Source: an optimization exercise on an open RTL-to-GDS flow (aim: a short achievable clock period and few clock cycles per item). Production flows keep margins and buffers that such runs may drop.
At most, simulation tests tie the RTL to the original design; equivalence was not proved.
No functional check of the RTL was part of runs 2 and 4.
Power and IR drop assume default switching activity.

## design/flow/config.mk

```make
export PLATFORM = sky130hd
export DESIGN_NAME = gpio_bus_slave
export DESIGN_NICKNAME = gpio_bus_slave
export VERILOG_FILES = /design/flow/design.v
export SDC_FILE = /design/flow/constraint.sdc
export NUM_CORES = 4
export LEC_CHECK = 0
export CAP_MARGIN = 20
export CORE_MARGIN = 2
export CORE_UTILIZATION = 40
export SETUP_SLACK_MARGIN = 2.6
export SLEW_MARGIN = 20
export SYNTH_HIERARCHICAL = 1
export SYNTH_MINIMUM_KEEP_SIZE = 0
```

## design/flow/constraint.sdc

```tcl
create_clock -name core_clock -period 4.0 [get_ports {BUS}]
set_input_delay 0.8000 -clock core_clock [delete_from_list [all_inputs] [get_ports {BUS}]]
set_output_delay 0.8000 -clock core_clock [all_outputs]
set_load 0.01 [all_outputs]
```

## design/flow/design.v

```verilog
package gpio_bus_pkg;
	localparam int ADDR_W        = 32;
	localparam int DATA_W        = 32;
	localparam int BYTE_OFFSET_W = 2;                    
	typedef logic [ADDR_W-1:0] addr_t;                   
	typedef logic [DATA_W-1:0] data_t;                   
	localparam int WORD_COUNT = 8;                       
	typedef logic [$clog2(WORD_COUNT)-1:0] word_index_t;
	typedef logic [WORD_COUNT*DATA_W-1:0]  gpio_vec_t;   
	localparam addr_t GPO_BASE = 32'h0100_0000;          
	localparam addr_t GPI_BASE = 32'h0100_0020;          
	localparam addr_t BANK_BYTES = addr_t'(WORD_COUNT * (DATA_W / 8));
	typedef enum logic [1:0] {
		REGION_GPO,
		REGION_GPI,
		REGION_NONE                                      
	} region_t;
	typedef logic [1:0] wait_count_t;
	localparam wait_count_t WRITE_WAIT = 2'd2;
	localparam wait_count_t READ_WAIT  = 2'd3;
	localparam int WRITE_GROUPS = 4;
endpackage
module gpio_nor2 (input logic a, b, output logic y);
	assign y = !(a || b);
endmodule
module gpio_nor3 (input logic a, b, c, output logic y);
	assign y = !(a || b || c);
endmodule
module gpio_nor4 (input logic a, b, c, d, output logic y);
	assign y = !(a || b || c || d);
endmodule
module gpio_nand2 (input logic a, b, output logic y);
	assign y = !(a && b);
endmodule
module gpio_nand3 (input logic a, b, c, output logic y);
	assign y = !(a && b && c);
endmodule
module gpio_nand4 (input logic a, b, c, d, output logic y);
	assign y = !(a && b && c && d);
endmodule
module gpio_inv (input logic a, output logic y);
	assign y = !a;
endmodule
module gpio_addr_decode (
	input  gpio_bus_pkg::addr_t                 addr,
	input  logic                                valid,
	input  logic                                rnw,
	input  logic                                ready,        
	output logic [gpio_bus_pkg::WORD_COUNT-1:0] write_hit,    
	output logic [gpio_bus_pkg::WORD_COUNT*gpio_bus_pkg::WRITE_GROUPS-1:0] write_en_n,  
	output logic                                accept,       
	output logic [gpio_bus_pkg::WRITE_GROUPS-1:0] read_ok,    
	output logic                                bus_error,    
	output logic [3:0]                          read_index    
);
	logic [26:0] zero_in;
	logic [8:0]  write_zero;                             
	logic [8:0]  read_zero;
	logic [1:0]  write_base_n;                           
	logic [1:0]  read_base_n;
	logic        write_z;                                
	logic        read_z;                                 
	logic        write_n;                                
	logic        read_n;                                 
	logic        write_ok;                               
	logic [gpio_bus_pkg::WRITE_GROUPS-1:0] write_ok_g;  
	logic [2:0]  index_n;                                
	logic [gpio_bus_pkg::WORD_COUNT-1:0] word_n;         
	logic [gpio_bus_pkg::WORD_COUNT-1:0] word_ok;        
	assign zero_in = {addr[31:25], addr[23:6], addr[1:0]};
	for (genvar k = 0; k < 9; k++) begin : g_zero
		gpio_nor3 u_wnor (.a(zero_in[3*k]), .b(zero_in[3*k+1]), .c(zero_in[3*k+2]), .y(write_zero[k]));
		gpio_nor3 u_rnor (.a(zero_in[3*k]), .b(zero_in[3*k+1]), .c(zero_in[3*k+2]), .y(read_zero[k]));
	end
	gpio_nand4 u_wbase0 (.a(write_zero[0]), .b(write_zero[1]), .c(write_zero[2]), .d(write_zero[3]), .y(write_base_n[0]));
	gpio_nand4 u_wbase1 (.a(write_zero[4]), .b(write_zero[5]), .c(write_zero[6]), .d(write_zero[7]), .y(write_base_n[1]));
	gpio_nand4 u_rbase0 (.a(read_zero[0]),  .b(read_zero[1]),  .c(read_zero[2]),  .d(read_zero[3]),  .y(read_base_n[0]));
	gpio_nand4 u_rbase1 (.a(read_zero[4]),  .b(read_zero[5]),  .c(read_zero[6]),  .d(read_zero[7]),  .y(read_base_n[1]));
	gpio_nor3  u_wz    (.a(ready), .b(rnw), .c(addr[5]), .y(write_z));
	gpio_nand4 u_wn    (.a(write_zero[8]), .b(write_z), .c(valid), .d(addr[24]), .y(write_n));
	gpio_nor3  u_write (.a(write_base_n[0]), .b(write_base_n[1]), .c(write_n), .y(write_ok));
	for (genvar g = 0; g < gpio_bus_pkg::WRITE_GROUPS; g++) begin : g_write
		gpio_nor3 u_write_g (.a(write_base_n[0]), .b(write_base_n[1]), .c(write_n), .y(write_ok_g[g]));
	end
	assign read_z = rnw && !ready;
	gpio_nand4 u_rn    (.a(read_zero[8]), .b(read_z), .c(valid), .d(addr[24]), .y(read_n));
	for (genvar k = 0; k < 3; k++) begin : g_index
		gpio_inv u_inv (.a(addr[2+k]), .y(index_n[k]));
	end
	for (genvar i = 0; i < gpio_bus_pkg::WORD_COUNT; i++) begin : g_word
		gpio_nand3 u_sel (
			.a (((i / 1) % 2 == 1) ? addr[2] : index_n[0]),
			.b (((i / 2) % 2 == 1) ? addr[3] : index_n[1]),
			.c (((i / 4) % 2 == 1) ? addr[4] : index_n[2]),
			.y (word_n[i])
		);
		gpio_inv u_ok (.a(word_n[i]), .y(word_ok[i]));
		assign write_hit[i] = write_ok && word_ok[i];
		for (genvar g = 0; g < gpio_bus_pkg::WRITE_GROUPS; g++) begin : g_group
			gpio_nand2 u_en (.a(write_ok_g[g]), .b(word_ok[i]), .y(write_en_n[i*gpio_bus_pkg::WRITE_GROUPS+g]));
		end
	end
	for (genvar g = 0; g < gpio_bus_pkg::WRITE_GROUPS; g++) begin : g_read
		gpio_nor3 u_read (.a(read_base_n[0]), .b(read_base_n[1]), .c(read_n), .y(read_ok[g]));
	end
	assign accept     = valid && !ready;
	assign bus_error  = (addr[31:6] != gpio_bus_pkg::GPO_BASE[31:6]) || (addr[1:0] != 2'b00) || (!rnw && addr[5]);  
	assign read_index = addr[5:2];
endmodule
module bus_wait_timer (
	input  logic BUS,
	input  logic reset,
	input  logic accept,
	output logic ready
);
	always_ff @(posedge BUS) begin
		if (reset) begin
			ready <= 1'b0;
		end
		else begin
			ready <= accept;                             
		end
	end
endmodule
module gpo_register_bank (
	input  logic                                  BUS,
	input  logic                                  reset,
	input  logic [gpio_bus_pkg::WORD_COUNT-1:0]   write_hit,
	input  logic [gpio_bus_pkg::WORD_COUNT*gpio_bus_pkg::WRITE_GROUPS-1:0] write_en_n,  
	input  gpio_bus_pkg::data_t                   write_data,
	output gpio_bus_pkg::gpio_vec_t               gp_op,
	output logic [gpio_bus_pkg::WORD_COUNT-1:0]   gp_op_valid
);
	localparam int GROUP_W = gpio_bus_pkg::DATA_W / gpio_bus_pkg::WRITE_GROUPS;
	always_ff @(posedge BUS) begin
		if (reset) begin
			gp_op       <= '0;
			gp_op_valid <= '0;
		end
		else begin
			gp_op_valid <= write_hit;                    
			for (int i = 0; i < gpio_bus_pkg::WORD_COUNT; i++) begin
				for (int g = 0; g < gpio_bus_pkg::WRITE_GROUPS; g++) begin
					if (!write_en_n[i*gpio_bus_pkg::WRITE_GROUPS+g]) begin
						gp_op[i*gpio_bus_pkg::DATA_W+g*GROUP_W +: GROUP_W] <= write_data[g*GROUP_W +: GROUP_W];
					end
				end
			end
		end
	end
endmodule
module bus_response_regs (
	input  logic                                BUS,
	input  logic                                reset,
	input  logic                                accept,
	input  logic [gpio_bus_pkg::WRITE_GROUPS-1:0] read_ok,    
	input  logic                                bus_error,
	input  logic [3:0]                          read_index,    
	input  gpio_bus_pkg::gpio_vec_t             gp_op,
	input  gpio_bus_pkg::gpio_vec_t             gp_ip,
	output gpio_bus_pkg::data_t                 read_data,
	output logic                                error
);
	logic [2*gpio_bus_pkg::WORD_COUNT*gpio_bus_pkg::DATA_W-1:0] all_words;
	gpio_bus_pkg::data_t read_sel;
	assign all_words = {gp_ip, gp_op};
	gpio_read_mux u_mux (
		.read_index (read_index),
		.words      (all_words),
		.read_sel   (read_sel)
	);
	localparam int GROUP_W = gpio_bus_pkg::DATA_W / gpio_bus_pkg::WRITE_GROUPS;
	always_ff @(posedge BUS) begin
		if (reset) begin
			read_data <= '0;
			error     <= 1'b0;
		end
		else begin
			if (accept) begin
				error <= bus_error;                      
			end
			for (int g = 0; g < gpio_bus_pkg::WRITE_GROUPS; g++) begin
				if (read_ok[g]) begin
					read_data[g*GROUP_W +: GROUP_W] <= read_sel[g*GROUP_W +: GROUP_W];
				end
			end
		end
	end
endmodule
module gpio_read_mux (
	input  logic [3:0]                                              read_index,
	input  logic [2*gpio_bus_pkg::WORD_COUNT*gpio_bus_pkg::DATA_W-1:0] words,
	output gpio_bus_pkg::data_t                                     read_sel
);
	always_comb begin
		read_sel = '0;
		for (int k = 0; k < 2*gpio_bus_pkg::WORD_COUNT; k++) begin
			read_sel = read_sel
				| ({gpio_bus_pkg::DATA_W{read_index == k[3:0]}} & words[k*gpio_bus_pkg::DATA_W +: gpio_bus_pkg::DATA_W]);
		end
	end
endmodule
module gpio_bus_slave (
	input  logic                                BUS,
	input  logic                                reset,
	input  logic                                valid,
	input  logic                                rnw,
	input  gpio_bus_pkg::addr_t                 addr,
	input  gpio_bus_pkg::data_t                 write_data,
	input  gpio_bus_pkg::gpio_vec_t             gp_ip,
	output logic                                ready,
	output logic                                error,
	output gpio_bus_pkg::data_t                 read_data,
	output gpio_bus_pkg::gpio_vec_t             gp_op,
	output logic [gpio_bus_pkg::WORD_COUNT-1:0] gp_op_valid
);
	logic [gpio_bus_pkg::WORD_COUNT-1:0] write_hit;      
	logic [gpio_bus_pkg::WORD_COUNT*gpio_bus_pkg::WRITE_GROUPS-1:0] write_en_n;
	logic                                accept;         
	logic [gpio_bus_pkg::WRITE_GROUPS-1:0] read_ok;
	logic                                bus_error;
	logic [3:0]                          read_index;
	gpio_addr_decode u_decode (
		.addr       (addr),
		.valid      (valid),
		.rnw        (rnw),
		.ready      (ready),
		.write_hit  (write_hit),
		.write_en_n (write_en_n),
		.accept     (accept),
		.read_ok    (read_ok),
		.bus_error  (bus_error),
		.read_index (read_index)
	);
	bus_wait_timer u_timer (
		.BUS    (BUS),
		.reset  (reset),
		.accept (accept),
		.ready  (ready)
	);
	gpo_register_bank u_gpo (
		.BUS         (BUS),
		.reset       (reset),
		.write_hit   (write_hit),
		.write_en_n  (write_en_n),
		.write_data  (write_data),
		.gp_op       (gp_op),
		.gp_op_valid (gp_op_valid)
	);
	bus_response_regs u_resp (
		.BUS        (BUS),
		.reset      (reset),
		.accept     (accept),
		.read_ok    (read_ok),
		.bus_error  (bus_error),
		.read_index (read_index),
		.gp_op      (gp_op),
		.gp_ip      (gp_ip),
		.read_data  (read_data),
		.error      (error)
	);
endmodule
```

## design/flow/run.sh

```bash
#!/bin/bash
# synth_recipe.tcl (not shown) runs the flow's synth.tcl, then flattens the netlist and writes it again
# the make line also repeats each setting of config.mk as NAME=value (left out here)
make -C /OpenROAD-flow-scripts/flow DESIGN_CONFIG=/design/flow/config.mk WORK_HOME=/design/flow/orfs CLKGATE_MAP_FILE= SYNTH_SCRIPT=/design/flow/synth_recipe.tcl finish
```

==> results by group, run 1 <==
Synthesis
  – Multiplexer fraction of the synthesized cell area: 20.82%
  – Share of flip-flops with an asynchronous set or reset after synthesis: 0%
  – Most instantiated cells after synthesis: sky130_fd_sc_hd__nor2_1 (321), sky130_fd_sc_hd__mux2i_1 (320), sky130_fd_sc_hd__dfxtp_1 (298), sky130_fd_sc_hd__a22oi_1 (128), sky130_fd_sc_hd__o22a_1 (64)
  – Compound-gate portion of the synthesized area: 19.46%
  – Warnings, synthesis: 10
  – Mapped Area: 15380 um^2
  – Synthesized netlist net count: 1908
  – Primary flip-flop cell chosen by synthesis mapping: sky130_fd_sc_hd__dfxtp_1
  – Post-synthesis instance total: 1584
  – Cell type with the largest total area after synthesis: sky130_fd_sc_hd__dfxtp_1
  – Unique masters post-synth: 39
  – EDFF count, synth: 0
  – Top post-synthesis cells by area: sky130_fd_sc_hd__dfxtp_1 (39%), sky130_fd_sc_hd__mux2i_1 (21%), sky130_fd_sc_hd__nor2_1 (7.8%)
  – Main combinational cell family by area after synthesis: multiplexers
  – Share of synthesized area occupied by flip-flops and latches: 38.78%
  – Synth Area in Simple Gates: 13.34%
  – FF+latch count, synth: 298
  – Dominant cell by count in the synthesized netlist: sky130_fd_sc_hd__nor2_1
  – Area share of the largest cell type after synthesis: 38.78%
  – Parity-gate share of the synthesized area counting xor and xnor cells: 0%
  – Adder and majority gate portion of the synthesized area: 0%
  – Per-instance average area after synthesis: 9.711 um^2

Clock network
  – Insertion delay to the later sink of the worst-skew pair: 0.52 ns
  – Clock tree from TritonCTS: yes
  – Number of CTS-inserted buffers: 34
  – CTS Sinks: 298
  – Number of hold-repair buffers added at the cts stage: 0
  – Clock input transition at the sequential cells of the worst setup and hold paths: 0.06 ns
  – H-tree lvl count: 2
  – Clock Tree Buf Depth: 3
  – Clock Tree Root: sky130_fd_sc_hd__clkbuf_16

STA
  – Fin Clk Skew: 0.01116 ns
  – Worst slew pin tran: 0.8907 ns
  – Unrepaired setup endpoints after global routing: yes
  – Worst-case hold slack: 0.5027 ns
  – Achievable Freq: 507.1 MHz
  – Final worst-path cycle share: 49.30%
  – Total count of max-transition violations in the final report: 0
  – Max transition margin: 40.62%
  – Final setup viols: 0
  – Final critical delay including setup and external delays: 1.972 ns
  – Final Hold Viols: 0
  – Total Negative Setup Slacks: 0 ns

Power
  – Power density over cell area: 249.5 nW/um^2
  – Total power draw: 7121 uW
  – Seq pwr share: 41.1%
  – Switching fraction of total power: 26.28%
  – Clock share of power: 43.4%
  – Maximum vdd ir drop: 0.2244 mV
  – Logic gate share of total power: 15.5%
  – Internal portion of total power: 5250 uW
  – Total net switching power: 1871 uW
  – Leakage power total: 0.01318 uW

Global routing
  – Vias in the first global route: 17790
  – GRT Overall Usage: 41.54%
  – Global route hottest layer: met2
  – GR Layer Usage met2: 68.96%
  – Number of antenna violations at the first check in global routing: 3
  – Pin count of the biggest net entering global routing: 122
  – Global-route wire length before repair: 124100 um
  – M1 GR Usage: 48.52%
  – Fraction of met3 tracks used by global routing: 10.43%
  – Remaining Overflow, GRT: 0

Setup path
  – Critical Path RT: 4.36 ns
  – Critical Path End Type: flip-flop
  – Worst EP arrival: 2.34 ns
  – Reg-to-Reg End: u_gpo.gp_op[169]$_SDFFE_PP0N_
  – Worst setup path startpoint: addr[5]
  – Critical path peak fanout: 8
  – Capture point of the worst path: u_gpo.gp_op[169]$_SDFFE_PP0N_
  – RR Startpoint: u_timer.ready$_SDFF_PP0_
  – Logic depth of the worst register-to-register path: 9
  – Setup slack of the most critical reg-to-reg path: 2.09 ns
  – Critical path launch point type: input pin
  – Worst setup path class: input pin to flip-flop

Die
  – Area of the die: 40040 um^2
  – I/O Pins: 622
  – Starting density of the core: 40.74%
  – Row count: 71
  – Standard cell core area: 37760 um^2
  – Die outline height: 200.1 um
  – Die Width: 200.1 um

Drt
  – Detailed-route wire length per cell: 29.11 um
  – Count of nets left with antenna violations after detail routing: 0
  – Detailed-route DRC error count: 0
  – Pre-Repair DR Iteration Count: 7
  – Routed vias/inst: 5.819
  – Initial DRC count: 1623
  – Via Count: 17830
  – Routed Wire Length: 89180 um

Placement
  – Total half-perimeter wirelength after legalization and detailed placement: 55580 um
  – Buffers on Ports: 621
  – Weighted congestion reported at the end of routability-driven placement: 0.9336

Final layout
  – Final-stage net count: 2850
  – Proportion of layout cells with a drive suffix above 1: 51.84%
  – Syn-to-layout area delta: 85.54%
  – Total of fill cells in the finished design: 2627

Worst hold path
  – Hold wc startpoint: u_resp.read_data[11]$_SDFFE_PP0P_
  – Path type of the worst min-delay path: flip-flop to flip-flop

Flow run
  – Maximum Capacitance Violations: 0

Status
  – Outcome: complete, no violations
metrics by stage:
step	worst slack, ns	utilization, %	std cells	instance area (um^2)
3_3_place_gp	0.4263	56.94	2596	21500
2_1_floorplan	1.784	-	1584	15460
6_report	2.028	75.59	3064	28540
5_1_grt	1.975	75.59	3064	28540
3_5_place_dp	0.3935	56.94	2596	21500
4_1_cts	2.100	72.77	2998	27480
cell usage in the layout, fill, tap and decap left out, drive strengths merged, types with 37 or more instances in the layout:
master | netlist | layout
buf | 132 | 754
nor2 | 324 | 326
mux2i | 320 | 320
dfxtp | 298 | 298
clkdlybuf4s50 | 0 | 288
a22oi | 128 | 128
o22a | 64 | 64
a22o | 63 | 63
clkbuf | 22 | 54
nand2 | 37 | 37
worst max-delay path, cell delays in order:
cell,delay [ns]
sky130_fd_sc_hd__buf_12,0.12
sky130_fd_sc_hd__nor3_2,0.17
sky130_fd_sc_hd__nand4_1,0.13
sky130_fd_sc_hd__buf_6,0.16
sky130_fd_sc_hd__nor3_4,0.23
sky130_fd_sc_hd__buf_12,0.17
sky130_fd_sc_hd__buf_8,0.14
sky130_fd_sc_hd__nand2_8,0.10
sky130_fd_sc_hd__mux2i_2,0.22
sky130_fd_sc_hd__nor2_1,0.07
cell families (layout without fill, tap and decap cells):
kind of cell           count (synthesis)  after routing
buffers and inverters                166           1122
DFF                                  298            298
muxes                                320            320
other                                  0              3
AOI/OAI and AO/OA                    353            353
and+or+nand+nor                      447            457
routing by layer:
layer  routed length [um]  vias to the layer above
li1                     -                     7718
met5                    0                        -
met3                 8386                      279
met1                32640                     8737
met4                 6012                        0
met2                42150                     1095
modules after synthesis, one instance, submodules excluded, excerpt:
module | times used | flops+latches | cell area (um^2)
gpio_addr_decode | 1 | 0 | 188.9
gpo_register_bank | 1 | 264 | 9389
gpio_nand4 | 6 | 0 | 6.256
gpio_nor3 | 28 | 0 | 10.01
gpio_nand2 | 32 | 0 | 3.754
gpio_inv | 11 | 0 | 3.754
gpio_nand3 | 8 | 0 | 5.005
bus_response_regs | 1 | 33 | 1202
gpio_read_mux | 1 | 0 | 4049
bus_wait_timer | 1 | 1 | 33.78
worst min-delay path by stage:
stage	end	slack, ns	cells after the start
floorplan	u_resp.error$_SDFFE_PP0P_	0.53	2
global placement	u_resp.read_data[21]$_SDFFE_PP0P_	0.48	2
detailed placement	u_resp.read_data[30]$_SDFFE_PP0P_	0.49	2
CTS	u_resp.read_data[15]$_SDFFE_PP0P_	0.50	2
global route	u_resp.read_data[11]$_SDFFE_PP0P_	0.52	2
finish	u_resp.read_data[11]$_SDFFE_PP0P_	0.50	2
cell type report:
class | instances | area (um^2) | share of cell area [%]
Timing Repair Buffer | 1050 | 10710 | 37.52
Multi-Input combinational cell | 1130 | 9533 | 33.40
Sequential cell | 298 | 6499 | 22.77
Clock buffer | 50 | 1025 | 3.591
Tap cell | 511 | 639.4 | 2.240
Inverter | 12 | 75.07 | 0.2630
Clock inverter | 10 | 52.55 | 0.1841
Antenna cell | 3 | 7.507 | 0.02630
power by group through the flow:
stage	clock network, uW	registers (uW)	logic (uW)
after floorplan	0	3040	345
after global placement	0	3040	844
after detailed placement	0	3040	848
after CTS	3070	2930	1020
after global routing	3220	2920	1130
final	3090	2920	1110
timing repair:
action,4_1_cts,5_1_grt
endpoints found under the hold margin,0,0
buffers inserted,328,59
pin swaps,98,65
setup endpoints to repair,595,595
gates resized for setup,2342,102
gates cloned,14,4
registers in the layout (all words and copies together), names as in the netlist:
register / cells
u_timer.ready: 1
u_gpo.gp_op: 256
u_resp.error: 1
u_gpo.gp_op_valid: 8
u_resp.read_data: 32
Testbench counts, summed over its fixed seeds: cycles 9,600, items 4,800.
==> inputs of run 2 (changes only) <==
--- a/design/flow/design.v
+++ b/design/flow/design.v
@@ -29,6 +29,9 @@
 module gpio_nor4 (input logic a, b, c, d, output logic y);
 	assign y = !(a || b || c || d);
 endmodule
+module gpio_mux2i (input logic s, a0, a1, output logic y);
+	assign y = !(s ? a1 : a0);
+endmodule
 module gpio_nand2 (input logic a, b, output logic y);
 	assign y = !(a && b);
 endmodule
@@ -63,7 +66,6 @@
 	logic        write_n;                                
 	logic        read_n;                                 
 	logic        write_ok;                               
-	logic [gpio_bus_pkg::WRITE_GROUPS-1:0] write_ok_g;  
 	logic [2:0]  index_n;                                
 	logic [gpio_bus_pkg::WORD_COUNT-1:0] word_n;         
 	logic [gpio_bus_pkg::WORD_COUNT-1:0] word_ok;        
@@ -79,9 +81,6 @@
 	gpio_nor3  u_wz    (.a(ready), .b(rnw), .c(addr[5]), .y(write_z));
 	gpio_nand4 u_wn    (.a(write_zero[8]), .b(write_z), .c(valid), .d(addr[24]), .y(write_n));
 	gpio_nor3  u_write (.a(write_base_n[0]), .b(write_base_n[1]), .c(write_n), .y(write_ok));
-	for (genvar g = 0; g < gpio_bus_pkg::WRITE_GROUPS; g++) begin : g_write
-		gpio_nor3 u_write_g (.a(write_base_n[0]), .b(write_base_n[1]), .c(write_n), .y(write_ok_g[g]));
-	end
 	assign read_z = rnw && !ready;
 	gpio_nand4 u_rn    (.a(read_zero[8]), .b(read_z), .c(valid), .d(addr[24]), .y(read_n));
 	for (genvar k = 0; k < 3; k++) begin : g_index
@@ -97,7 +96,7 @@
 		gpio_inv u_ok (.a(word_n[i]), .y(word_ok[i]));
 		assign write_hit[i] = write_ok && word_ok[i];
 		for (genvar g = 0; g < gpio_bus_pkg::WRITE_GROUPS; g++) begin : g_group
-			gpio_nand2 u_en (.a(write_ok_g[g]), .b(word_ok[i]), .y(write_en_n[i*gpio_bus_pkg::WRITE_GROUPS+g]));
+			gpio_nand2 u_en (.a(write_ok), .b(word_ok[i]), .y(write_en_n[i*gpio_bus_pkg::WRITE_GROUPS+g]));
 		end
 	end
 	for (genvar g = 0; g < gpio_bus_pkg::WRITE_GROUPS; g++) begin : g_read
@@ -132,20 +131,32 @@
 	output logic [gpio_bus_pkg::WORD_COUNT-1:0]   gp_op_valid
 );
 	localparam int GROUP_W = gpio_bus_pkg::DATA_W / gpio_bus_pkg::WRITE_GROUPS;
+	localparam int GROUPS  = gpio_bus_pkg::WORD_COUNT * gpio_bus_pkg::WRITE_GROUPS;
+	gpio_bus_pkg::gpio_vec_t data_n;                     
+	gpio_bus_pkg::gpio_vec_t data;                       
+	gpio_bus_pkg::gpio_vec_t data_n_next;
+	logic [GROUPS-1:0]       cleared;                    
+	for (genvar b = 0; b < gpio_bus_pkg::WORD_COUNT*gpio_bus_pkg::DATA_W; b++) begin : g_bit
+		gpio_inv   u_true (.a(data_n[b]), .y(data[b]));
+		gpio_mux2i u_next (
+			.s  (write_en_n[b / GROUP_W]),               
+			.a0 (write_data[b % gpio_bus_pkg::DATA_W]),
+			.a1 (data[b]),
+			.y  (data_n_next[b])
+		);
+		gpio_nor2  u_out  (.a(data_n[b]), .b(cleared[b / GROUP_W]), .y(gp_op[b]));
+	end
+	always_ff @(posedge BUS) begin
+		data_n <= data_n_next;
+	end
 	always_ff @(posedge BUS) begin
 		if (reset) begin
-			gp_op       <= '0;
+			cleared     <= '1;
 			gp_op_valid <= '0;
 		end
 		else begin
+			cleared     <= cleared & write_en_n;         
 			gp_op_valid <= write_hit;                    
-			for (int i = 0; i < gpio_bus_pkg::WORD_COUNT; i++) begin
-				for (int g = 0; g < gpio_bus_pkg::WRITE_GROUPS; g++) begin
-					if (!write_en_n[i*gpio_bus_pkg::WRITE_GROUPS+g]) begin
-						gp_op[i*gpio_bus_pkg::DATA_W+g*GROUP_W +: GROUP_W] <= write_data[g*GROUP_W +: GROUP_W];
-					end
-				end
-			end
 		end
 	end
 endmodule
==> run 2 against run 1 <==
  * Clock skew grew 0.012 ns
  * Clock power is 16% higher
  * Critical path depth is the same
  * Register-to-register slack got worse by 0.35 ns
  * Largest power group unchanged
  * Maximum frequency fell by 17%
  * Critical path type unchanged
  * Hold slack worse by 0.030 ns
  * Combinational power up 14%
  * Final cell count up 10%
  * Largest cell class is now multi-input combinational cells
  * Via count is 21% higher
  * Die area is 8.2% higher
==> results by group, run 2 <==
Clock network
  – CTS Sinks: 330 (was 298)
  – Clock Tree Root: sky130_fd_sc_hd__clkbuf_16 (unchanged)
  – Clock Tree Buf Depth: 3 (unchanged)
  – Insertion delay to the later sink of the worst-skew pair: 0.54 ns (was 0.52 ns)
  – Clock tree from TritonCTS: yes (unchanged)
  – Number of hold-repair buffers added at the cts stage: 0 (unchanged)
  – H-tree lvl count: 2 (unchanged)
  – Number of CTS-inserted buffers: 37 (was 34)
  – Clock input transition at the sequential cells of the worst setup and hold paths: 0.07 ns (was 0.06 ns)

Synthesis
  – Mapped Area: 16670 um^2 (was 15380 um^2)
  – Primary flip-flop cell chosen by synthesis mapping: sky130_fd_sc_hd__dfxtp_1 (unchanged)
  – Warnings, synthesis: 10 (unchanged)
  – Per-instance average area after synthesis: 9.047 um^2 (was 9.711 um^2)
  – Share of flip-flops with an asynchronous set or reset after synthesis: 0% (unchanged)
  – FF+latch count, synth: 330 (was 298)
  – Share of synthesized area occupied by flip-flops and latches: 39.62% (was 38.78%)
  – Most instantiated cells after synthesis: sky130_fd_sc_hd__dfxtp_1 (330), sky130_fd_sc_hd__nor2_1 (321), sky130_fd_sc_hd__mux2i_1 (320), sky130_fd_sc_hd__inv_1 (268), sky130_fd_sc_hd__a22oi_1 (128) (was sky130_fd_sc_hd__nor2_1 (321), sky130_fd_sc_hd__mux2i_1 (320), sky130_fd_sc_hd__dfxtp_1 (298), sky130_fd_sc_hd__a22oi_1 (128), sky130_fd_sc_hd__o22a_1 (64))
  – Unique masters post-synth: 40 (was 39)
  – Synthesized netlist net count: 2167 (was 1908)
  – Top post-synthesis cells by area: sky130_fd_sc_hd__dfxtp_1 (40%), sky130_fd_sc_hd__mux2i_1 (19%), sky130_fd_sc_hd__nor2_1 (7.2%) (was sky130_fd_sc_hd__dfxtp_1 (39%), sky130_fd_sc_hd__mux2i_1 (21%), sky130_fd_sc_hd__nor2_1 (7.8%))
  – Cell type with the largest total area after synthesis: sky130_fd_sc_hd__dfxtp_1 (unchanged)
  – Post-synthesis instance total: 1843 (was 1584)
  – EDFF count, synth: 0 (unchanged)
  – Dominant cell by count in the synthesized netlist: sky130_fd_sc_hd__dfxtp_1 (was sky130_fd_sc_hd__nor2_1)
  – Area share of the largest cell type after synthesis: 39.62% (was 38.78%)

Drt
  – Via Count: 21540 (was 17830)
  – Detailed-route DRC error count: 0 (unchanged)
  – Routed vias/inst: 6.370 (was 5.819)
  – Pre-Repair DR Iteration Count: 7 (unchanged)
  – Initial DRC count: 2289 (was 1623)
  – Count of nets left with antenna violations after detail routing: 0 (unchanged)
  – Detailed-route wire length per cell: 34.30 um (was 29.11 um)
  – Routed Wire Length: 116000 um (was 89180 um)

Die
  – Die Width: 208.2 um (was 200.1 um)
  – Standard cell core area: 41020 um^2 (was 37760 um^2)
  – Die outline height: 208.2 um (was 200.1 um)
  – Starting density of the core: 40.65% (was 40.74%)
  – I/O Pins: 622 (unchanged)
  – Row count: 74 (was 71)
  – Area of the die: 43330 um^2 (was 40040 um^2)

Setup path
  – Critical path launch point type: input pin (unchanged)
  – Worst setup path class: input pin to flip-flop (unchanged)
  – Worst EP arrival: 2.76 ns (was 2.34 ns)
  – Critical path peak fanout: 15 (was 8)
  – Critical Path RT: 4.38 ns (was 4.36 ns)
  – CP Cell Sequence: buf_12 -> buf_6 -> nor3_4 -> nand4_1 -> nor3_4 -> buf_6 -> buf_8 -> buf_16 -> nand2_8 -> mux2i_2 (was buf_12 -> nor3_2 -> nand4_1 -> buf_6 -> nor3_4 -> buf_12 -> buf_8 -> nand2_8 -> mux2i_2 -> nor2_1)
  – Critical Path End Type: flip-flop (unchanged)
  – Max stage delay cell, worst path: sky130_fd_sc_hd__mux2i_2 (was sky130_fd_sc_hd__nor3_4)
  – Biggest cell delay along the critical path: 0.44 ns (was 0.23 ns)

Global routing
  – Global-route wire length before repair: 148500 um (was 124100 um)
  – Vias in the first global route: 21030 (was 17790)
  – Pin count of the biggest net entering global routing: 75 (was 122)
  – Remaining Overflow, GRT: 0 (unchanged)
  – Number of antenna violations at the first check in global routing: 5 (was 3)
  – GRT Overall Usage: 47.08% (was 41.54%)

STA
  – Worst-case hold slack: 0.4726 ns (was 0.5027 ns)
  – Total count of max-transition violations in the final report: 0 (unchanged)
  – Unrepaired setup endpoints after global routing: yes (unchanged)
  – Final worst-path cycle share: 59.55% (was 49.30%)
  – Worst slew pin tran: 1.293 ns (was 0.8907 ns)
  – Total Negative Setup Slacks: 0 ns (unchanged)
  – Final setup viols: 0 (unchanged)
  – Final critical delay including setup and external delays: 2.382 ns (was 1.972 ns)
  – Achievable Freq: 419.8 MHz (was 507.1 MHz)
  – Fin Clk Skew: 0.02350 ns (was 0.01116 ns)
  – Final Hold Viols: 0 (unchanged)
  – Max transition margin: 13.80% (was 40.62%)

Status
  – Outcome: complete, no violations (unchanged)

Power
  – Leakage power total: 0.01558 uW (was 0.01318 uW)
  – Power density over cell area: 242.0 nW/um^2 (was 249.5 nW/um^2)
  – Switching fraction of total power: 26.97% (was 26.28%)
  – Internal portion of total power: 5919 uW (was 5250 uW)
  – Total net switching power: 2186 uW (was 1871 uW)
  – Seq pwr share: 40.2% (was 41.1%)
  – Clock share of power: 44.1% (was 43.4%)
  – Logic gate share of total power: 15.6% (was 15.5%)
  – Maximum vdd ir drop: 0.2614 mV (was 0.2244 mV)

Final layout
  – Register with the most flip-flops: u_gpo.data_n (was u_gpo.gp_op)
  – Syn-to-layout area delta: 100.8% (was 85.54%)
  – Most common cell after layout, fill and taps aside: sky130_fd_sc_hd__buf_6 (unchanged)
  – Largest register FFs: 256 (unchanged)
  – Total of fill cells in the finished design: 2283 (was 2627)
  – Final cell utilization of the core: 81.64% (was 75.59%)
  – Regs by FF count: u_gpo.data_n: 256 flops, u_gpo.cleared: 32 flops, u_resp.read_data: 32 flops (was u_gpo.gp_op: 256 flops, u_resp.read_data: 32 flops, u_gpo.gp_op_valid: 8 flops)
  – Proportion of layout cells with a drive suffix above 1: 46.96% (was 51.84%)
  – Final-stage net count: 3143 (was 2850)
  – Top library cells by usage in the layout, fill and taps aside: sky130_fd_sc_hd__buf_6 (355), sky130_fd_sc_hd__mux2i_1 (307), sky130_fd_sc_hd__clkdlybuf4s50_1 (288) (was sky130_fd_sc_hd__buf_6 (337), sky130_fd_sc_hd__buf_4 (335), sky130_fd_sc_hd__nor2_1 (319))

Flow run
  – Maximum Capacitance Violations: 0 (unchanged)

Placement
  – Buffers on Ports: 621 (unchanged)
  – Total half-perimeter wirelength after legalization and detailed placement: 61240 um (was 55580 um)
  – Weighted congestion reported at the end of routability-driven placement: 0.9381 (was 0.9336)

Worst hold path
  – Path type of the worst min-delay path: flip-flop to flip-flop (unchanged)
run 2: metrics by stage:
| stage | area, um^2 | power (uW) | worst slack (ns) | std cells |
|---|---|---|---|---|
| 3_5_place_dp | 23450 | 4200 | 0.5669 | 2931 |
| 2_1_floorplan | 16840 | 3659 | 1.329 | 1843 |
| 4_1_cts | 31210 | 7835 | 1.806 | 3252 |
| 5_1_grt | 33480 | 8198 | 1.695 | 3378 |
| 6_report | 33480 | 8105 | 1.618 | 3381 |
| 3_3_place_gp | 23450 | 4201 | 0.5859 | 2931 |
run 2: final timing paths:
path                            slack, ns                        end  cells past startpoint                      start
worst max-delay path                 1.62  u_gpo.data_n[162]$_DFF_P_                     10                    addr[5]
worst min-delay path                 0.47  u_gpo.data_n[124]$_DFF_P_                      2  u_gpo.data_n[124]$_DFF_P_
worst max register to register       1.74  u_gpo.data_n[162]$_DFF_P_                      8   u_timer.ready$_SDFF_PP0_
worst min register to register       0.47  u_gpo.data_n[124]$_DFF_P_                      2  u_gpo.data_n[124]$_DFF_P_
run 2: power groups by stage:
stage | clock network (uW) | logic (uW) | registers (uW)
after floorplan | 0 | 297 | 3360
after global placement | 0 | 839 | 3360
after detailed placement | 0 | 838 | 3360
after CTS | 3450 | 1120 | 3260
after global routing | 3670 | 1270 | 3260
final | 3580 | 1270 | 3260
run 2: per-module statistics from Yosys (local to each module, per instance), excerpt:
| module | flip-flops and latches | copies in the design | cells | cell area [um^2] |
|---|---|---|---|---|
| gpo_register_bank | 296 | 1 | 340 | 6236 |
| gpio_inv | 0 | 267 | 1 | 3.754 |
| gpio_mux2i | 0 | 256 | 1 | 10.01 |
| gpio_nand2 | 0 | 32 | 1 | 3.754 |
| bus_wait_timer | 1 | 1 | 2 | 33.78 |
| gpio_nand3 | 0 | 8 | 1 | 5.005 |
| gpio_read_mux | 0 | 1 | 519 | 4049 |
| bus_response_regs | 33 | 1 | 107 | 1202 |
run 2: area by class of cell:
cell class	count	area [um^2]	area share [%]
clock buffers	53	1066	3.184
flip-flops and latches	330	6795	20.29
well taps	532	665.6	1.988
multi-input cells	1192	12400	37.03
repair buffers	990	11370	33.95
clock inverters	12	143.9	0.4297
diodes	4	10.01	0.02989
inverters	268	1036	3.094
run 2: cells by family after synthesis:
family / after synthesis / share of synthesized area [%]
mux: 320 / 19.21
compound gates: 385 / 19.40
buf+inv: 365 / 9.703
flops: 330 / 39.62
simple gates: 443 / 12.07
run 2: repair_timing:
action,in CTS,in global routing
endpoints found under the setup margin,627,627
buffers inserted,184,124
gates resized for setup,2199,493
cloned,72,1
hold endpoints to repair,0,0
pin swaps,253,196
run 2: critical path: cells and delay by family:
kind	cells	cell delay [ns]
and+or+nand+nor	4	0.74
buffers and inverters	5	0.76
muxes	1	0.44
run 2: metal layers:
| layer | vias up | track usage [%] | wire length (um) |
|---|---|---|---|
| li1 | 8456 | - | - |
| met1 | 10260 | 54.05 | 38830 |
| met2 | 2047 | 74.10 | 49650 |
| met3 | 766 | 14.38 | 15380 |
| met4 | 8 | 35.05 | 12070 |
| met5 | - | 0 | 46 |
==> inputs of run 3 (changes only) <==
--- a/design/flow/design.v
+++ b/design/flow/design.v
@@ -29,9 +29,6 @@
 module gpio_nor4 (input logic a, b, c, d, output logic y);
 	assign y = !(a || b || c || d);
 endmodule
-module gpio_mux2i (input logic s, a0, a1, output logic y);
-	assign y = !(s ? a1 : a0);
-endmodule
 module gpio_nand2 (input logic a, b, output logic y);
 	assign y = !(a && b);
 endmodule
@@ -131,32 +128,20 @@
 	output logic [gpio_bus_pkg::WORD_COUNT-1:0]   gp_op_valid
 );
 	localparam int GROUP_W = gpio_bus_pkg::DATA_W / gpio_bus_pkg::WRITE_GROUPS;
-	localparam int GROUPS  = gpio_bus_pkg::WORD_COUNT * gpio_bus_pkg::WRITE_GROUPS;
-	gpio_bus_pkg::gpio_vec_t data_n;                     
-	gpio_bus_pkg::gpio_vec_t data;                       
-	gpio_bus_pkg::gpio_vec_t data_n_next;
-	logic [GROUPS-1:0]       cleared;                    
-	for (genvar b = 0; b < gpio_bus_pkg::WORD_COUNT*gpio_bus_pkg::DATA_W; b++) begin : g_bit
-		gpio_inv   u_true (.a(data_n[b]), .y(data[b]));
-		gpio_mux2i u_next (
-			.s  (write_en_n[b / GROUP_W]),               
-			.a0 (write_data[b % gpio_bus_pkg::DATA_W]),
-			.a1 (data[b]),
-			.y  (data_n_next[b])
-		);
-		gpio_nor2  u_out  (.a(data_n[b]), .b(cleared[b / GROUP_W]), .y(gp_op[b]));
-	end
-	always_ff @(posedge BUS) begin
-		data_n <= data_n_next;
-	end
 	always_ff @(posedge BUS) begin
 		if (reset) begin
-			cleared     <= '1;
+			gp_op       <= '0;
 			gp_op_valid <= '0;
 		end
 		else begin
-			cleared     <= cleared & write_en_n;         
 			gp_op_valid <= write_hit;                    
+			for (int i = 0; i < gpio_bus_pkg::WORD_COUNT; i++) begin
+				for (int g = 0; g < gpio_bus_pkg::WRITE_GROUPS; g++) begin
+					if (!write_en_n[i*gpio_bus_pkg::WRITE_GROUPS+g]) begin
+						gp_op[i*gpio_bus_pkg::DATA_W+g*GROUP_W +: GROUP_W] <= write_data[g*GROUP_W +: GROUP_W];
+					end
+				end
+			end
 		end
 	end
 endmodule
==> design/flow/flow/run.sh (new file) <==
#!/bin/bash
# The standard layout, with the delay cells kept out of timing repair so that
# input and output port buffers stay plain buffers. Synthesis is the standard one.
set -euo pipefail
# The platform's own don't-use list, then the delay cells
DONT_USE="sky130_fd_sc_hd__probe_p_8 sky130_fd_sc_hd__probec_p_8 sky130_fd_sc_hd__lpflow_bleeder_1 sky130_fd_sc_hd__lpflow_clkbufkapwr_1 sky130_fd_sc_hd__lpflow_clkbufkapwr_16 sky130_fd_sc_hd__lpflow_clkbufkapwr_2 sky130_fd_sc_hd__lpflow_clkbufkapwr_4 sky130_fd_sc_hd__lpflow_clkbufkapwr_8 sky130_fd_sc_hd__lpflow_clkinvkapwr_1 sky130_fd_sc_hd__lpflow_clkinvkapwr_16 sky130_fd_sc_hd__lpflow_clkinvkapwr_2 sky130_fd_sc_hd__lpflow_clkinvkapwr_4 sky130_fd_sc_hd__lpflow_clkinvkapwr_8 sky130_fd_sc_hd__lpflow_decapkapwr_12 sky130_fd_sc_hd__lpflow_decapkapwr_3 sky130_fd_sc_hd__lpflow_decapkapwr_4 sky130_fd_sc_hd__lpflow_decapkapwr_6 sky130_fd_sc_hd__lpflow_decapkapwr_8 sky130_fd_sc_hd__lpflow_inputiso0n_1 sky130_fd_sc_hd__lpflow_inputiso0p_1 sky130_fd_sc_hd__lpflow_inputiso1n_1 sky130_fd_sc_hd__lpflow_inputiso1p_1 sky130_fd_sc_hd__lpflow_inputisolatch_1 sky130_fd_sc_hd__lpflow_isobufsrc_1 sky130_fd_sc_hd__lpflow_isobufsrc_16 sky130_fd_sc_hd__lpflow_isobufsrc_2 sky130_fd_sc_hd__lpflow_isobufsrc_4 sky130_fd_sc_hd__lpflow_isobufsrc_8 sky130_fd_sc_hd__lpflow_isobufsrckapwr_16 sky130_fd_sc_hd__lpflow_lsbuf_lh_hl_isowell_tap_1 sky130_fd_sc_hd__lpflow_lsbuf_lh_hl_isowell_tap_2 sky130_fd_sc_hd__lpflow_lsbuf_lh_hl_isowell_tap_4 sky130_fd_sc_hd__lpflow_lsbuf_lh_isowell_4 sky130_fd_sc_hd__lpflow_lsbuf_lh_isowell_tap_1 sky130_fd_sc_hd__lpflow_lsbuf_lh_isowell_tap_2 sky130_fd_sc_hd__lpflow_lsbuf_lh_isowell_tap_4 sky130_fd_sc_hd__clkdlybuf4s15_1 sky130_fd_sc_hd__clkdlybuf4s15_2 sky130_fd_sc_hd__clkdlybuf4s18_1 sky130_fd_sc_hd__clkdlybuf4s18_2 sky130_fd_sc_hd__clkdlybuf4s25_1 sky130_fd_sc_hd__clkdlybuf4s25_2 sky130_fd_sc_hd__clkdlybuf4s50_1 sky130_fd_sc_hd__clkdlybuf4s50_2 sky130_fd_sc_hd__dlygate4sd1_1 sky130_fd_sc_hd__dlygate4sd2_1 sky130_fd_sc_hd__dlygate4sd3_1 sky130_fd_sc_hd__dlymetal6s2s_1 sky130_fd_sc_hd__dlymetal6s4s_1 sky130_fd_sc_hd__dlymetal6s6s_1"
bash standard.sh synth > synth.log 2>&1
bash standard.sh "DONT_USE_CELLS=$DONT_USE" finish > layout.log 2>&1
==> design/flow/standard.sh (new file) <==
#!/bin/bash
# synth_recipe.tcl (not shown) runs the flow's synth.tcl, then flattens the netlist and writes it again
# the make line also repeats each setting of config.mk as NAME=value (left out here)
make -C /OpenROAD-flow-scripts/flow DESIGN_CONFIG=/design/flow/config.mk WORK_HOME=/design/flow/orfs CLKGATE_MAP_FILE= SYNTH_SCRIPT=/design/flow/synth_recipe.tcl "${@:-finish}"
removed: design/flow/run.sh
==> run 3 against run 2 <==
  * Still clean on timing, DRC and antenna
  * Hold slack gained 0.023 ns
  * Design area shrank 24%
  * Highest routed layer unchanged
  * Non-clock buffer count grew 92
  * Die area shrank 7.8%
  * Core utilization shrank 14 points
==> results by group, run 3 <==
Clock network
  – Clock input transition at the sequential cells of the worst setup and hold paths: 0.06 ns (was 0.07 ns)
  – Clock tree from TritonCTS: yes (unchanged)
  – Clock Tree Buf Depth: 3 (unchanged)
  – Number of hold-repair buffers added at the cts stage: 0 (unchanged)
  – Number of CTS-inserted buffers: 36 (was 37)
  – Insertion delay to the later sink of the worst-skew pair: 0.51 ns (was 0.54 ns)
  – Clock Tree Root: sky130_fd_sc_hd__clkbuf_16 (unchanged)
  – CTS Sinks: 298 (was 330)
  – H-tree lvl count: 2 (unchanged)

Drt
  – Detailed-route DRC error count: 0 (unchanged)
  – Met2 routed wirelength: 38050 um (was 49650 um)
  – Detailed-route wire length per cell: 26.84 um (was 34.30 um)
  – Top routing layer used: met5 (unchanged)
  – Initial DRC count: 1253 (was 2289)
  – Routed vias/inst: 5.728 (was 6.370)
  – Count of nets left with antenna violations after detail routing: 0 (unchanged)
  – Pre-Repair DR Iteration Count: 5 (was 7)
  – Routed length on met3: 9150 um (was 15380 um)
  – Via Count: 17720 (was 21540)
  – Routed Wire Length: 83010 um (was 116000 um)
  – WL met1: 30450 um (was 38830 um)

Synthesis
  – Unique masters post-synth: 39 (was 40)
  – Dominant cell by count in the synthesized netlist: sky130_fd_sc_hd__nor2_1 (was sky130_fd_sc_hd__dfxtp_1)
  – Adder and majority gate portion of the synthesized area: 0% (unchanged)
  – Synth Area in Simple Gates: 13.11% (was 12.07%)
  – Main combinational cell family by area after synthesis: multiplexers (was compound AO/OA/AOI/OAI gates)
  – FF+latch count, synth: 298 (was 330)
  – Synthesized netlist net count: 1904 (was 2167)
  – Share of flip-flops with an asynchronous set or reset after synthesis: 0% (unchanged)
  – Share of synthesized area occupied by flip-flops and latches: 38.88% (was 39.62%)
  – Compound-gate portion of the synthesized area: 19.52% (was 19.40%)
  – Multiplexer fraction of the synthesized cell area: 20.88% (was 19.21%)
  – Per-instance average area after synthesis: 9.710 um^2 (was 9.047 um^2)
  – Mapped Area: 15340 um^2 (was 16670 um^2)
  – Most instantiated cells after synthesis: sky130_fd_sc_hd__nor2_1 (321), sky130_fd_sc_hd__mux2i_1 (320), sky130_fd_sc_hd__dfxtp_1 (298), sky130_fd_sc_hd__a22oi_1 (128), sky130_fd_sc_hd__o22a_1 (64) (was sky130_fd_sc_hd__dfxtp_1 (330), sky130_fd_sc_hd__nor2_1 (321), sky130_fd_sc_hd__mux2i_1 (320), sky130_fd_sc_hd__inv_1 (268), sky130_fd_sc_hd__a22oi_1 (128))
  – Parity-gate share of the synthesized area counting xor and xnor cells: 0% (unchanged)
  – EDFF count, synth: 0 (unchanged)
  – Warnings, synthesis: 10 (unchanged)
  – Cell type with the largest total area after synthesis: sky130_fd_sc_hd__dfxtp_1 (unchanged)
  – Top post-synthesis cells by area: sky130_fd_sc_hd__dfxtp_1 (39%), sky130_fd_sc_hd__mux2i_1 (21%), sky130_fd_sc_hd__nor2_1 (7.9%) (was sky130_fd_sc_hd__dfxtp_1 (40%), sky130_fd_sc_hd__mux2i_1 (19%), sky130_fd_sc_hd__nor2_1 (7.2%))
  – Post-synthesis instance total: 1580 (was 1843)
  – Primary flip-flop cell chosen by synthesis mapping: sky130_fd_sc_hd__dfxtp_1 (unchanged)
  – Area share of the largest cell type after synthesis: 38.88% (was 39.62%)

Setup path
  – Logic depth of the worst register-to-register path: 10 (was 8)
  – Reg-to-Reg End: u_gpo.gp_op[49]$_SDFFE_PP0N_ (was u_gpo.data_n[162]$_DFF_P_)
  – Critical path peak fanout: 6 (was 15)
  – Setup slack of the most critical reg-to-reg path: 2.02 ns (was 1.74 ns)
  – Worst EP arrival: 2.47 ns (was 2.76 ns)
  – RR Startpoint: u_timer.ready$_SDFF_PP0_ (unchanged)
  – Max stage delay cell, worst path: sky130_fd_sc_hd__a221oi_2 (was sky130_fd_sc_hd__mux2i_2)
  – Critical Path RT: 4.38 ns (about the same)
  – Worst setup path class: input pin to flip-flop (unchanged)
  – Critical Path End Type: flip-flop (unchanged)
  – CP Cell Sequence: buf_16 -> buf_8 -> nor3b_4 -> buf_6 -> buf_8 -> buf_16 -> a22o_1 -> a221oi_2 -> o2111ai_2 -> mux2i_1 -> nor2_1 (was buf_12 -> buf_6 -> nor3_4 -> nand4_1 -> nor3_4 -> buf_6 -> buf_8 -> buf_16 -> nand2_8 -> mux2i_2)
  – Critical path launch point type: input pin (unchanged)
  – Biggest cell delay along the critical path: 0.25 ns (was 0.44 ns)

Worst hold path
  – Worst Hold Path EP: u_resp.read_data[18]$_SDFFE_PP0P_ (was u_gpo.data_n[124]$_DFF_P_)
  – Hold wc startpoint: u_resp.read_data[18]$_SDFFE_PP0P_ (was u_gpo.data_n[124]$_DFF_P_)
  – Number of cells on the worst hold path: 2 (unchanged)
  – Path type of the worst min-delay path: flip-flop to flip-flop (unchanged)

Final layout
  – Top library cells by usage in the layout, fill and taps aside: sky130_fd_sc_hd__buf_1 (624), sky130_fd_sc_hd__buf_6 (353), sky130_fd_sc_hd__nor2_1 (319) (was sky130_fd_sc_hd__buf_6 (355), sky130_fd_sc_hd__mux2i_1 (307), sky130_fd_sc_hd__clkdlybuf4s50_1 (288))
  – Final-stage net count: 2880 (was 3143)
  – Regs by FF count: u_gpo.gp_op: 256 flops, u_resp.read_data: 32 flops, u_gpo.gp_op_valid: 8 flops (was u_gpo.data_n: 256 flops, u_gpo.cleared: 32 flops, u_resp.read_data: 32 flops)
  – Multi-input combinational cell area: 9349 um^2 (was 12400 um^2)
  – Proportion of layout cells with a drive suffix above 1: 38.93% (was 46.96%)
  – Register with the most flip-flops: u_gpo.gp_op (was u_gpo.data_n)
  – Area occupied by registers: 6421 um^2 (was 6795 um^2)
  – Syn-to-layout area delta: 65.95% (was 100.8%)
  – Most common cell after layout, fill and taps aside: sky130_fd_sc_hd__buf_1 (was sky130_fd_sc_hd__buf_6)
  – Total of fill cells in the finished design: 2967 (was 2283)
  – Largest register FFs: 256 (unchanged)

Placement
  – Weighted congestion reported at the end of routability-driven placement: 0.9350 (was 0.9381)
  – Total half-perimeter wirelength after legalization and detailed placement: 50080 um (was 61240 um)
  – Buffers on Ports: 621 (unchanged)

STA
  – Total Negative Setup Slacks: 0 ns (unchanged)
  – Final Hold Viols: 0 (unchanged)
  – Final setup viols: 0 (unchanged)
  – Worst slew pin tran: 0.7870 ns (was 1.293 ns)
  – Worst-case hold slack: 0.4955 ns (was 0.4726 ns)
  – Total count of max-transition violations in the final report: 0 (unchanged)
  – Max transition margin: 47.54% (was 13.80%)
  – Achievable Freq: 478.2 MHz (was 419.8 MHz)
  – Final critical delay including setup and external delays: 2.091 ns (was 2.382 ns)
  – Final worst-path cycle share: 52.28% (was 59.55%)
  – Fin Clk Skew: 0.01641 ns (was 0.02350 ns)
  – Unrepaired setup endpoints after global routing: yes (unchanged)

Die
  – Starting density of the core: 40.64% (was 40.65%)
  – Area of the die: 39940 um^2 (was 43330 um^2)
  – Die Width: 199.8 um (was 208.2 um)
  – Die outline height: 199.8 um (was 208.2 um)
  – Row count: 71 (was 74)
  – Standard cell core area: 37760 um^2 (was 41020 um^2)
  – I/O Pins: 622 (unchanged)

Global routing
  – Vias in the first global route: 17490 (was 21030)
  – Pin count of the biggest net entering global routing: 110 (was 75)
  – Number of antenna violations at the first check in global routing: 3 (was 5)
  – Remaining Overflow, GRT: 0 (unchanged)
  – Global-route wire length before repair: 114800 um (was 148500 um)
  – GRT Overall Usage: 39.59% (was 47.08%)

Power
  – Power density over cell area: 279.7 nW/um^2 (was 242.0 nW/um^2)
  – Leakage power total: 0.01114 uW (was 0.01558 uW)
  – Maximum vdd ir drop: 0.2531 mV (was 0.2614 mV)

Status
  – Outcome: complete, no violations (unchanged)

Flow run
  – Maximum Capacitance Violations: 0 (unchanged)
## run 3: cell types whose count changed after synthesis
cell | before | now
sky130_fd_sc_hd__a21o_1 | 32 | 0
sky130_fd_sc_hd__buf_2 | 43 | 40
sky130_fd_sc_hd__buf_4 | 11 | 51
sky130_fd_sc_hd__buf_6 | 20 | 40
sky130_fd_sc_hd__dfxtp_1 | 330 | 298
sky130_fd_sc_hd__inv_1 | 268 | 12
## run 3: logic make-up (layout without fill, tap and decap cells)
| family | Yosys count | count (layout) |
|---|---|---|
| simple gates | 443 | 453 |
| other cells | 0 | 3 |
| buf+inv | 166 | 1155 |
| flops | 298 | 298 |
| mux | 320 | 320 |
| compound gates | 353 | 353 |
## run 3: repair_timing
item	in CTS	in global routing
setup endpoints to repair	595	595
pin swaps	119	73
setup buffers	340	66
cloned	30	0
resized for setup	1393	75
## run 3: worst max path at each step
stage	from	endpoint	cells after the start
floorplan	addr[30]	u_gpo.gp_op[0]$_SDFFE_PP0N_	7
global placement	addr[5]	u_resp.read_data[5]$_SDFFE_PP0P_	8
detailed placement	addr[5]	u_resp.read_data[5]$_SDFFE_PP0P_	8
CTS	addr[28]	u_gpo.gp_op[202]$_SDFFE_PP0N_	11
global route	addr[2]	u_resp.read_data[0]$_SDFFE_PP0P_	11
finish	addr[2]	u_resp.read_data[0]$_SDFFE_PP0P_	11
## run 3: cell type report
class,count,area share (%)
multi-input combinational,1126,36.72
sequential,298,25.22
antenna,3,0.02949
clock buffer,48,4.035
timing repair buffer,1082,30.72
clock inverter,13,0.4816
inverter,12,0.2801
tap,511,2.511
## run 3: critical path, delay by kind of cell
family	cells	cell delay (ns)
buffers and inverters	5	0.63
AND/OR/NAND/NOR	2	0.21
multiplexers	1	0.19
AO/OA/AOI/OAI	3	0.63
## run 3: per-stage QoR
stage | util, % | setup WS (ns) | cell area [um^2] | instances | total power, uW
after floorplan | - | 1.541 | 15450 | 1580 | 3384
after detailed placement | 46.52 | 0.5421 | 17560 | 2593 | 3685
final | 67.44 | 1.909 | 25460 | 3093 | 7121
after global placement | 46.52 | 0.5954 | 17560 | 2593 | 3679
after global routing | 67.42 | 1.869 | 25460 | 3091 | 7279
after CTS | 65.84 | 1.970 | 24860 | 3024 | 7083
## run 3: routing by layer
layer,vias to the layer above,track usage [%]
li1,7770,-
met1,8440,47.81
met2,1215,63.75
met3,290,10.08
met4,2,23.51
met5,-,0
## run 3: modules after synthesis (local to each module, per instance), a selection
module	cells	cell area, um^2
gpio_read_mux	519	4049
gpo_register_bank	845	9389
gpio_nor3	1	10.01
gpio_nand4	1	6.256
gpio_nand3	1	5.005
gpio_inv	1	3.754
gpio_addr_decode	26	188.9
bus_wait_timer	2	33.78
gpio_nand2	1	3.754
bus_response_regs	107	1202
## run 3: where the power goes
part	total, uW	internal [uW]	switching (uW)	leakage, uW
Clock	3250	1930	1320	0.000578
Sequential	2950	2940	2.02	0.00256
Combinational	921	358	563	0.00800
Total	7120	5230	1890	0.0111
Testbench counts of run 3, summed over its fixed seeds: cycles 9,600, items 4,800.
==> inputs of run 4 (changes only) <==
--- a/design/flow/design.v
+++ b/design/flow/design.v
@@ -29,6 +29,9 @@
 module gpio_nor4 (input logic a, b, c, d, output logic y);
 	assign y = !(a || b || c || d);
 endmodule
+module gpio_a22oi (input logic a1, a2, b1, b2, output logic y);
+	assign y = !((a1 && a2) || (b1 && b2));
+endmodule
 module gpio_nand2 (input logic a, b, output logic y);
 	assign y = !(a && b);
 endmodule
@@ -63,6 +66,7 @@
 	logic        write_n;                                
 	logic        read_n;                                 
 	logic        write_ok;                               
+	logic [gpio_bus_pkg::WRITE_GROUPS-1:0] write_ok_g;  
 	logic [2:0]  index_n;                                
 	logic [gpio_bus_pkg::WORD_COUNT-1:0] word_n;         
 	logic [gpio_bus_pkg::WORD_COUNT-1:0] word_ok;        
@@ -78,6 +82,9 @@
 	gpio_nor3  u_wz    (.a(ready), .b(rnw), .c(addr[5]), .y(write_z));
 	gpio_nand4 u_wn    (.a(write_zero[8]), .b(write_z), .c(valid), .d(addr[24]), .y(write_n));
 	gpio_nor3  u_write (.a(write_base_n[0]), .b(write_base_n[1]), .c(write_n), .y(write_ok));
+	for (genvar g = 0; g < gpio_bus_pkg::WRITE_GROUPS; g++) begin : g_write
+		gpio_nor3 u_write_g (.a(write_base_n[0]), .b(write_base_n[1]), .c(write_n), .y(write_ok_g[g]));
+	end
 	assign read_z = rnw && !ready;
 	gpio_nand4 u_rn    (.a(read_zero[8]), .b(read_z), .c(valid), .d(addr[24]), .y(read_n));
 	for (genvar k = 0; k < 3; k++) begin : g_index
@@ -93,7 +100,7 @@
 		gpio_inv u_ok (.a(word_n[i]), .y(word_ok[i]));
 		assign write_hit[i] = write_ok && word_ok[i];
 		for (genvar g = 0; g < gpio_bus_pkg::WRITE_GROUPS; g++) begin : g_group
-			gpio_nand2 u_en (.a(write_ok), .b(word_ok[i]), .y(write_en_n[i*gpio_bus_pkg::WRITE_GROUPS+g]));
+			gpio_nand2 u_en (.a(write_ok_g[g]), .b(word_ok[i]), .y(write_en_n[i*gpio_bus_pkg::WRITE_GROUPS+g]));
 		end
 	end
 	for (genvar g = 0; g < gpio_bus_pkg::WRITE_GROUPS; g++) begin : g_read
@@ -183,17 +190,38 @@
 		end
 	end
 endmodule
+module gpio_predecode (
+	input  logic [1:0] sel,
+	output logic [3:0] hot
+);
+	always_comb begin
+		for (int k = 0; k < 4; k++) begin
+			hot[k] = (sel == k[1:0]);
+		end
+	end
+endmodule
 module gpio_read_mux (
 	input  logic [3:0]                                              read_index,
 	input  logic [2*gpio_bus_pkg::WORD_COUNT*gpio_bus_pkg::DATA_W-1:0] words,
 	output gpio_bus_pkg::data_t                                     read_sel
 );
-	always_comb begin
-		read_sel = '0;
-		for (int k = 0; k < 2*gpio_bus_pkg::WORD_COUNT; k++) begin
-			read_sel = read_sel
-				| ({gpio_bus_pkg::DATA_W{read_index == k[3:0]}} & words[k*gpio_bus_pkg::DATA_W +: gpio_bus_pkg::DATA_W]);
-		end
+	localparam int W = gpio_bus_pkg::DATA_W;
+	logic [3:0] lo_hot;                                  
+	logic [3:0] hi_hot;                                  
+	gpio_predecode u_lo (.sel(read_index[1:0]), .hot(lo_hot));
+	gpio_predecode u_hi (.sel(read_index[3:2]), .hot(hi_hot));
+	for (genvar b = 0; b < W; b++) begin : g_bit
+		logic [3:0] group_bit;                           
+		logic [7:0] pair_n;
+		logic [1:0] half_n;
+		for (genvar h = 0; h < 4; h++) begin : g_group
+			gpio_a22oi u_p0 (.a1(lo_hot[0]), .a2(words[(4*h+0)*W+b]), .b1(lo_hot[1]), .b2(words[(4*h+1)*W+b]), .y(pair_n[2*h]));
+			gpio_a22oi u_p1 (.a1(lo_hot[2]), .a2(words[(4*h+2)*W+b]), .b1(lo_hot[3]), .b2(words[(4*h+3)*W+b]), .y(pair_n[2*h+1]));
+			gpio_nand2 u_g  (.a(pair_n[2*h]), .b(pair_n[2*h+1]), .y(group_bit[h]));
+		end
+		gpio_a22oi u_h0 (.a1(hi_hot[0]), .a2(group_bit[0]), .b1(hi_hot[1]), .b2(group_bit[1]), .y(half_n[0]));
+		gpio_a22oi u_h1 (.a1(hi_hot[2]), .a2(group_bit[2]), .b1(hi_hot[3]), .b2(group_bit[3]), .y(half_n[1]));
+		gpio_nand2 u_sel (.a(half_n[0]), .b(half_n[1]), .y(read_sel[b]));
 	end
 endmodule
 module gpio_bus_slave (
==> design/flow/run.sh (new file) <==
#!/bin/bash
# synth_recipe.tcl (not shown) runs the flow's synth.tcl, then flattens the netlist and writes it again
# the make line also repeats each setting of config.mk as NAME=value (left out here)
make -C /OpenROAD-flow-scripts/flow DESIGN_CONFIG=/design/flow/config.mk WORK_HOME=/design/flow/orfs CLKGATE_MAP_FILE= SYNTH_SCRIPT=/design/flow/synth_recipe.tcl finish
removed: design/flow/flow/run.sh
removed: design/flow/standard.sh
==> run 4 against run 3 <==
  * Clock power grew 6.5%
  * Die area increased by 4.1%
  * Clock skew shrank 0.0041 ns
  * Hold slack worse by 0.0015 ns
  * Largest cell class is now buffers
==> results by group, run 4 <==
Synthesis
  – Top post-synthesis cells by area: sky130_fd_sc_hd__dfxtp_1 (37%), sky130_fd_sc_hd__a22oi_2 (25%), sky130_fd_sc_hd__mux2i_1 (18%) (was sky130_fd_sc_hd__dfxtp_1 (39%), sky130_fd_sc_hd__mux2i_1 (21%), sky130_fd_sc_hd__nor2_1 (7.9%))
  – EDFF count, synth: 0 (unchanged)
  – Area share of the largest cell type after synthesis: 37.31% (was 38.88%)
  – Primary flip-flop cell chosen by synthesis mapping: sky130_fd_sc_hd__dfxtp_1 (unchanged)
  – Dominant cell by count in the synthesized netlist: sky130_fd_sc_hd__a22oi_2 (was sky130_fd_sc_hd__nor2_1)
  – Per-instance average area after synthesis: 10.30 um^2 (was 9.710 um^2)
  – Cell type with the largest total area after synthesis: sky130_fd_sc_hd__dfxtp_1 (unchanged)
  – Most instantiated cells after synthesis: sky130_fd_sc_hd__a22oi_2 (320), sky130_fd_sc_hd__dfxtp_1 (298), sky130_fd_sc_hd__mux2i_1 (289), sky130_fd_sc_hd__nor2_1 (289), sky130_fd_sc_hd__nand2_1 (193) (was sky130_fd_sc_hd__nor2_1 (321), sky130_fd_sc_hd__mux2i_1 (320), sky130_fd_sc_hd__dfxtp_1 (298), sky130_fd_sc_hd__a22oi_1 (128), sky130_fd_sc_hd__o22a_1 (64))
  – Synthesized netlist net count: 1877 (was 1904)
  – FF+latch count, synth: 298 (unchanged)
  – Warnings, synthesis: 10 (unchanged)
  – Unique masters post-synth: 23 (was 39)

Final layout
  – Largest register FFs: 256 (unchanged)
  – Top library cells by usage in the layout, fill and taps aside: sky130_fd_sc_hd__buf_6 (336), sky130_fd_sc_hd__a22oi_2 (320), sky130_fd_sc_hd__buf_4 (301) (was sky130_fd_sc_hd__buf_1 (624), sky130_fd_sc_hd__buf_6 (353), sky130_fd_sc_hd__nor2_1 (319))
  – Area of all placed cells without fillers: 29370 um^2 (was 25460 um^2)
  – Proportion of layout cells with a drive suffix above 1: 59.02% (was 38.93%)
  – Register with the most flip-flops: u_gpo.gp_op (unchanged)
  – Syn-to-layout area delta: 83.66% (was 65.95%)
  – Regs by FF count: u_gpo.gp_op: 256 flops, u_resp.read_data: 32 flops, u_gpo.gp_op_valid: 8 flops (unchanged)

Setup path
  – Setup slack of the most critical reg-to-reg path: 2.07 ns (was 2.02 ns)
  – Worst EP arrival: 2.43 ns (was 2.47 ns)
  – Critical Path RT: 4.42 ns (was 4.38 ns)
  – Worst setup path class: input pin to flip-flop (unchanged)
  – Logic depth of the worst register-to-register path: 8 (was 10)

Drt
  – Routed Wire Length: 83090 um (was 83010 um)
  – Via Count: 17190 (was 17720)
  – Detailed-route wire length per cell: 26.86 um (was 26.84 um)
  – Count of nets left with antenna violations after detail routing: 0 (unchanged)
  – Detailed-route DRC error count: 0 (unchanged)

Die
  – Die outline height: 203.9 um (was 199.8 um)
  – Die Width: 203.9 um (was 199.8 um)
  – Area of the die: 41590 um^2 (was 39940 um^2)
  – I/O Pins: 622 (unchanged)

STA
  – Total Negative Setup Slacks: 0 ns (unchanged)
  – Fin Clk Skew: 0.01230 ns (was 0.01641 ns)
  – Unrepaired setup endpoints after global routing: yes (unchanged)
  – Total count of max-transition violations in the final report: 0 (unchanged)
  – Final setup viols: 0 (unchanged)

Clock network
  – Number of CTS-inserted buffers: 35 (was 36)
  – Clock Tree Buf Depth: 3 (unchanged)

Global routing
  – Remaining Overflow, GRT: 0 (unchanged)
  – GRT Overall Usage: 36.56% (was 39.59%)

Worst hold path
  – Hold wc startpoint: u_resp.read_data[18]$_SDFFE_PP0P_ (unchanged)

Power
  – Seq pwr share: 38.6% (was 41.4%)
  – Maximum vdd ir drop: 0.2828 mV (was 0.2531 mV)
  – Total power draw: 7614 uW (was 7121 uW)
  – Switching fraction of total power: 25.22% (was 26.49%)

Placement
  – Placed Instance Area: 22650 um^2 (was 17560 um^2)

Status
  – Outcome: complete, no violations (unchanged)
-- run 4: cell count changes after synthesis, sizes merged, moves of 33 or more --
cell and delta:
nand2 +156, o22a -64, buf -59, a22o -63
nor2 -33, a22oi +192
-- run 4: routing by layer --
metal / vias to the layer above / track usage (%) / wire length [um]
met2: 826 / 63.79 / 41300
li1: 7677 / - / -
met1: 8474 / 42.22 / 31020
met4: 0 / 18.84 / 4414
met5: - / 0 / 0
met3: 213 / 7.526 / 6357
-- run 4: repair_timing --
item,4_1_cts,5_1_grt
gates cloned,25,13
setup endpoints to repair,595,595
pin swaps,73,135
buffers inserted,300,35
resized for setup,2298,57
-- run 4: power groups by stage --
stage                     Clock [uW]  Combinational, uW  Sequential [uW]
after floorplan                    0                397             3040
after global placement             0                921             3040
after detailed placement           0                927             3040
after CTS                       3460               1140             2940
after global routing            3600               1260             2940
final                           3460               1220             2940
-- run 4: kinds of logic (layout without fill, tap and decap cells) --
| kind of cell | count (synthesis) | in the layout | synth area share, % |
|---|---|---|---|
| AO/OA/AOI/OAI | 321 | 321 | 25.07 |
| buffers and inverters | 85 | 1091 | 4.304 |
| flip-flops | 298 | 298 | 37.31 |
| multiplexers | 289 | 289 | 18.09 |
| other | 0 | 7 | 0 |
| AND/OR/NAND/NOR | 560 | 563 | 15.23 |
-- run 4: Yosys stat by module (local to each module, per instance), excerpt --
module             cell area [um^2]  copies in the design
gpo_register_bank              9389                     1
bus_response_regs              1202                     1
gpio_addr_decode              188.9                     1
gpio_predecode                26.28                     2
gpio_a22oi                    12.51                   320
gpio_nand4                    6.256                     6
gpio_nand2                    3.754                   192
gpio_inv                      3.754                    11
-- run 4: worst min-delay path, delay by kind of cell, from the launching register on --
kind             cells  cell delay (ns)
flip-flops           1             0.33
multiplexers         1             0.06
AND/OR/NAND/NOR      1             0.07
-- run 4: layout make-up --
type / count / area, um^2
inverters: 12 / 75.07
fillers: 2819 / 10270
clock buffers: 55 / 1134
well taps: 525 / 656.9
diodes: 7 / 17.52
clock inverters: 8 / 118.9
repair buffers: 1016 / 10800
multi-input cells: 1173 / 10120
flip-flops and latches: 298 / 6442
-- run 4: worst max-delay path by stage --
stage | slack, ns | depth (start not counted) | startpoint | end
after floorplan | -0.14 | 8 | addr[2] | u_resp.read_data[24]$_SDFFE_PP0P_
after global placement | 0.46 | 7 | addr[14] | u_gpo.gp_op[11]$_SDFFE_PP0N_
after detailed placement | 0.42 | 7 | addr[5] | u_gpo.gp_op[242]$_SDFFE_PP0N_
after CTS | 2.16 | 10 | addr[3] | u_resp.read_data[24]$_SDFFE_PP0P_
after global routing | 2.01 | 9 | addr[25] | u_gpo.gp_op[5]$_SDFFE_PP0N_
final | 1.99 | 9 | addr[25] | u_gpo.gp_op[5]$_SDFFE_PP0N_
-- run 4: per-stage QoR --
| step | cells | util (%) | setup WS [ns] |
|---|---|---|---|
| floorplan | 1553 | - | -0.1372 |
| global placement | 2651 | 57.15 | 0.4591 |
| detailed placement | 2651 | 57.15 | 0.4242 |
| CTS | 3039 | 71.92 | 2.165 |
| global route | 3093 | 74.08 | 2.009 |
| finish | 3094 | 74.09 | 1.993 |

Re-timed with assumed drivers on the ports (clkbuf_16 on the clock, buf_2 on other inputs), run 4 has 1.940 ns of setup slack against 1.993 ns with ideal ports, and 1.372 ns once port delays also move by the mid clock arrival of 0.568 ns.
